Context: an optimization exercise on an open-source flow, tuned for small area, a short achievable clock period and few clock cycles. The choices shown serve that exercise and are no tape-out recipe. Where RTL was checked, it was by simulation tests only, not by an equivalence proof against the original. Power figures rest on the tool's default switching activity, not on a simulated workload.

// axi_bram2axis
module axi_bram2axis #(
  parameter int AXI_DATA_WIDTH      = 512,
  parameter int AXI_XFER_SIZE_WIDTH = 32,
  parameter int BRAM_ADDR_WIDTH     = 32,
  parameter int BRAM_DATA_WIDTH     = 512,
  parameter int BRAM_DELAY          = 2,
  parameter int FIFO_DEPTH          = BRAM_DELAY + 2
) (
  input  logic                           clk,
  input  logic                           rst,
  input  logic                           i_bs2a_start,
  output logic                           o_bs2a_done,
  input  logic [AXI_XFER_SIZE_WIDTH-1:0] i_bs2a_data_size_bytes,
  output logic                           o_bs2a_rden,
  output logic [BRAM_ADDR_WIDTH-1:0]     o_bs2a_rdaddr,
  input  logic [BRAM_DATA_WIDTH-1:0]     i_bs2a_rddata,
  output logic                           m_axis_tvalid,
  input  logic                           m_axis_tready,
  output logic [AXI_DATA_WIDTH-1:0]      m_axis_tdata,
  output logic                           m_axis_tlast
);
Size: roughly 1000 cells after synthesis, roughly 0.0079 mm2 of cells after synthesis.
clock: 5.0 ns
lec_check: 0
cap_margin: 20
core_area: 5 5 385 385
cts_buf_list: sky130_fd_sc_hd__clkbuf_8
cts_cluster_diameter: 100
cts_cluster_size: 50
die_area: 0 0 390 390
setup_slack_margin: 2.7
slew_margin: 20
standard.sh (not shown) runs the stock make flow with config.mk's settings and CLKGATE_MAP_FILE= SYNTH_SCRIPT=/design/flow/synth_recipe.tcl, a recipe that flattens the netlist after the stock synthesis.
==> flow/flow/run.sh <==
#!/bin/bash
# The standard layout, with three changes:
# - the port buffers are buf_2 cells instead of the resizer's default (a slow
#   delay cell);
# - the control ports are kept together on one stretch of the bottom edge
#   (flow/pins.tcl), next to the logic between them;
# - after the standard synthesis, the read-address muxes (select m_axis_tready)
#   are rewritten as NAND2 gates (flow/nandmux.py), a faster path from the
#   select to the output with the same function.
set -euo pipefail
export BUFFER_PORTS_ARGS="-buffer_cell sky130_fd_sc_hd__buf_2"
export PRE_IO_PLACEMENT_TCL="$PWD/flow/pins.tcl"
R=orfs/results/sky130hd/axi_bram2axis/base
bash standard.sh synth > synth.log 2>&1
python3 flow/nandmux.py "$R/1_2_yosys.v" > nandmux.log 2>&1
rm -f "$R/1_synth.odb" "$R/1_synth.sdc"
bash standard.sh > standard.log 2>&1
==> flow/flow/nandmux.py <==
#!/usr/bin/env python3
"""Rewrite each 2:1 mux cell that drives a read-address output in the synthesized
netlist as three NAND2 cells and a shared inverter on the select:
    X = S ? A1 : A0  ->  X = nand(nand(S, A1), nand(~S, A0))
The function is unchanged; the path from the select to the output gets
shorter than through the mux cell. Usage: nandmux.py NETLIST (rewritten in place)."""
import re
import sys

path = sys.argv[1]
text = open(path).read()
inst = re.compile(
    r"^(\s*)sky130_fd_sc_hd__mux2_\d+\s+(\S+)\s*\(\s*"
    r"\.A0\(([^()]*)\),\s*\.A1\(([^()]*)\),\s*\.S\(([^()]*)\),\s*\.X\((o_bs2a_rdaddr\[\d+\])\)\s*\);",
    re.M,
)
sel_inv = {}
wires = []
count = 0


def net(g):
    """A net name as written in a port connection; an escaped name keeps the
    space that ends it."""
    g = g.strip()
    return g + " " if g.startswith("\\") else g


def rewrite(m):
    global count
    ind, name, a0, a1, s, x = (net(g) if i else g for i, g in enumerate(m.groups()))
    key = s
    if key not in sel_inv:
        k = len(sel_inv)
        sel_inv[key] = f"nandmux_seln_{k}"
        wires.append(sel_inv[key])
        inv = f"{ind}sky130_fd_sc_hd__inv_2 nandmux_inv_{k} (\n{ind}  .A({s}),\n{ind}  .Y({sel_inv[key]})\n{ind});\n"
    else:
        inv = ""
    sn = sel_inv[key]
    n1, n0 = f"nandmux_{count}_n1", f"nandmux_{count}_n0"
    wires.extend([n1, n0])
    out = (
        inv
        + f"{ind}sky130_fd_sc_hd__nand2_1 nandmux_{count}_g1 (\n{ind}  .A({s}),\n{ind}  .B({a1}),\n{ind}  .Y({n1})\n{ind});\n"
        + f"{ind}sky130_fd_sc_hd__nand2_1 nandmux_{count}_g0 (\n{ind}  .A({sn}),\n{ind}  .B({a0}),\n{ind}  .Y({n0})\n{ind});\n"
        + f"{ind}sky130_fd_sc_hd__nand2_1 nandmux_{count}_go (\n{ind}  .A({n1}),\n{ind}  .B({n0}),\n{ind}  .Y({x})\n{ind});"
    )
    count += 1
    return out


text = inst.sub(rewrite, text)
if count:
    decl = "".join(f"  wire {w};\n" for w in wires)
    # declare the new wires right after the module header
    head = re.search(r"^module\s+axi_bram2axis\s*\([^;]*\);\n", text, re.M)
    text = text[: head.end()] + decl + text[head.end():]
open(path, "w").write(text)
print(f"rewrote {count} muxes, {len(sel_inv)} select inverters")
Other scripts of this flow, unchanged in this note and not shown: flow/flow/pins.tcl
Testbench counts at the start, summed over its fixed seeds: cycles 13,562.
==> next run, changes <==
SETUP_SLACK_MARGIN = 0.0   (was 2.7)
Result: The changed run finished clean; cell area goes down by 8.9%; via count goes down by 3.8%; total power goes up by 0.82%.
==> next run, changes <==
PLACE_DENSITY = 0.85   (was unset)
SETUP_SLACK_MARGIN = 2.2   (was 0.0)
The new run produced a clean layout.
Wire length increases by 35%.
Cell count is unchanged.
Via count climbs by 5.9%.
First-iteration DRC count increases by 17%.
Power is higher by 2.6%.
Combinational power rose by about 0.7%.
Synthesized cell count does not change.
Die area is unchanged.
Global-route usage went up by 2.5 points.
Count of clock-buffer cells in the layout does not change.
==> next run, changes <==
PLACE_DENSITY = unset   (was 0.85)
SETUP_SLACK_MARGIN = 1.8   (was 2.2)
Outcome:
- combinational power shrinks by about 0.5%
- wire length shrinks by 26%
- cell area shrinks by 0.38%
- cell count does not change
- power shrinks by 2.5%
==> next run, changes <==
--- a/flow/flow/nandmux.py
+++ b/flow/flow/nandmux.py
@@ -36,3 +36,3 @@
         wires.append(sel_inv[key])
-        inv = f"{ind}sky130_fd_sc_hd__inv_2 nandmux_inv_{k} (\n{ind}  .A({s}),\n{ind}  .Y({sel_inv[key]})\n{ind});\n"
+        inv = f"{ind}sky130_fd_sc_hd__inv_4 nandmux_inv_{k} (\n{ind}  .A({s}),\n{ind}  .Y({sel_inv[key]})\n{ind});\n"
     else:
@@ -46,3 +46,3 @@
         + f"{ind}sky130_fd_sc_hd__nand2_1 nandmux_{count}_g0 (\n{ind}  .A({sn}),\n{ind}  .B({a0}),\n{ind}  .Y({n0})\n{ind});\n"
-        + f"{ind}sky130_fd_sc_hd__nand2_1 nandmux_{count}_go (\n{ind}  .A({n1}),\n{ind}  .B({n0}),\n{ind}  .Y({x})\n{ind});"
+        + f"{ind}sky130_fd_sc_hd__nand2_2 nandmux_{count}_go (\n{ind}  .A({n1}),\n{ind}  .B({n0}),\n{ind}  .Y({x})\n{ind});"
     )
SETUP_SLACK_MARGIN = 2.2   (was 1.8)
Outcome: The changed run ran to the end with no violations. Final area rose by 1.5%. Synthesized cell count does not change. Wire length came out higher by about 7%. Clock power goes up by 7.4%. First-iteration DRC count drops by 12%.
==> next run, changes <==
--- a/flow/flow/nandmux.py
+++ b/flow/flow/nandmux.py
@@ -36,3 +36,3 @@
         wires.append(sel_inv[key])
-        inv = f"{ind}sky130_fd_sc_hd__inv_4 nandmux_inv_{k} (\n{ind}  .A({s}),\n{ind}  .Y({sel_inv[key]})\n{ind});\n"
+        inv = f"{ind}sky130_fd_sc_hd__inv_2 nandmux_inv_{k} (\n{ind}  .A({s}),\n{ind}  .Y({sel_inv[key]})\n{ind});\n"
     else:
@@ -46,3 +46,3 @@
         + f"{ind}sky130_fd_sc_hd__nand2_1 nandmux_{count}_g0 (\n{ind}  .A({sn}),\n{ind}  .B({a0}),\n{ind}  .Y({n0})\n{ind});\n"
-        + f"{ind}sky130_fd_sc_hd__nand2_2 nandmux_{count}_go (\n{ind}  .A({n1}),\n{ind}  .B({n0}),\n{ind}  .Y({x})\n{ind});"
+        + f"{ind}sky130_fd_sc_hd__nand2_1 nandmux_{count}_go (\n{ind}  .A({n1}),\n{ind}  .B({n0}),\n{ind}  .Y({x})\n{ind});"
     )
SETUP_SLACK_MARGIN = 2.5   (was 2.2)
What happened: The new run completed without violations; maximum frequency rises by 7.6%; clock skew rises by 0.0063 ns; routed wire length rises by 4.4%; count of clock-buffer cells in the layout rises by 1; combinational power rises by about 10%; register-to-register slack improves by 0.16 ns; worst hold slack stays flat; sequential power hardly moves; first-iteration DRC count rises by 29%.

---

axi_bram2axis, a different RTL version from the one above (not shown whole).
Size in the first run: roughly 890 cells after synthesis, ~63 flip-flops, ~7200 sq um of cells after synthesis.
export LEC_CHECK = 0
export CAP_MARGIN = 20
export CORE_AREA = 5 5 385 385
export CTS_BUF_LIST = sky130_fd_sc_hd__clkbuf_8
export CTS_CLUSTER_DIAMETER = 100
export CTS_CLUSTER_SIZE = 50
export DIE_AREA = 0 0 390 390
export SETUP_SLACK_MARGIN = 2.4
export SLEW_MARGIN = 20
export SYNTH_HIERARCHICAL = 1
export SYNTH_MINIMUM_KEEP_SIZE = 0
create_clock -name core_clock -period 5.0 [get_ports {clk}]
==> flow/flow/run.sh <==
#!/bin/bash
# The standard layout, with three changes:
# - the port buffers are buf_2 cells instead of the resizer's default (a slow
#   delay cell);
# - the control ports are kept together on one stretch of the bottom edge
#   (flow/pins.tcl), next to the logic between them;
# - the clock tree is built without dummy loads.
set -euo pipefail
export BUFFER_PORTS_ARGS="-buffer_cell sky130_fd_sc_hd__buf_2"
export PRE_IO_PLACEMENT_TCL="$PWD/flow/pins.tcl"
export CTS_ARGS="-sink_clustering_enable -repair_clock_nets -sink_clustering_size 50 -sink_clustering_max_diameter 100 -buf_list sky130_fd_sc_hd__clkbuf_8 -dont_use_dummy_load"
bash standard.sh > standard.log 2>&1
==> flow/flow/pins.tcl <==
# Keep the control ports on one stretch of the bottom edge.
set_io_pin_constraint -region bottom:145-245 -pin_names [get_ports {
  clk rst i_bs2a_start i_bs2a_data_size_bytes* o_bs2a_done o_bs2a_rden
  o_bs2a_rdaddr* m_axis_tvalid m_axis_tready m_axis_tlast}]
Then changed:
- SETUP_SLACK_MARGIN: 2.4 -> 2.2
Result: The changed run produced a clean layout. Wire length barely changes. Core utilization is about the same. Worst setup slack degrades by 0.20 ns. Cell count is about the same.
Function was not checked in any run of this note: the RTL went through the layout flow alone.

-- static timing again, ports no longer ideal --
No port has a modelled driver above. Below, the same layouts with a new extraction and two added sets of constraints.
Step 1, drivers: a clkbuf_16 drives clk and a buf_2 each remaining input, both assumed.
Step 2 adds t to the input delays and takes it off the output delays; t is the mean of the earliest and latest rising clock arrival at the registers after step 1. Input paths then give back, and output paths get back, about the clock's delay inside the block.
a / b / c = no drivers / after step 1 / after step 2; a / b = the first two.
| run | shift t [ns] | slack for setup (ns) | cell pins on the clock port's net |
|---|---|---|---|
| the first run of note 1 | 0.386 | 2.539 / 2.220 / 2.220 | 1 |
| the second run of note 1 | 0.381 | 1.878 / 1.855 / 1.855 | 1 |
| the third run of note 1 | 0.391 | 2.266 / 2.223 / 2.223 | 1 |
| the fourth run of note 1 | 0.381 | 2.076 / 2.051 / 2.051 | 1 |
| the fifth run of note 1 | 0.391 | 2.284 / 2.242 / 2.242 | 1 |
| the sixth run of note 1 | 0.393 | 2.476 / 2.206 / 2.206 | 1 |
| the first run of note 2 | 0.368 | 2.454 / 2.308 / 2.308 | 1 |
| the second run of note 2 | 0.366 | 2.257 / 2.212 / 2.212 | 1 |
After both steps setup and hold are still met in every run listed. For the first run of note 1, which loses most, drivers alone change the setup slack by -0.319 ns; drivers and shift together by -0.319 ns.
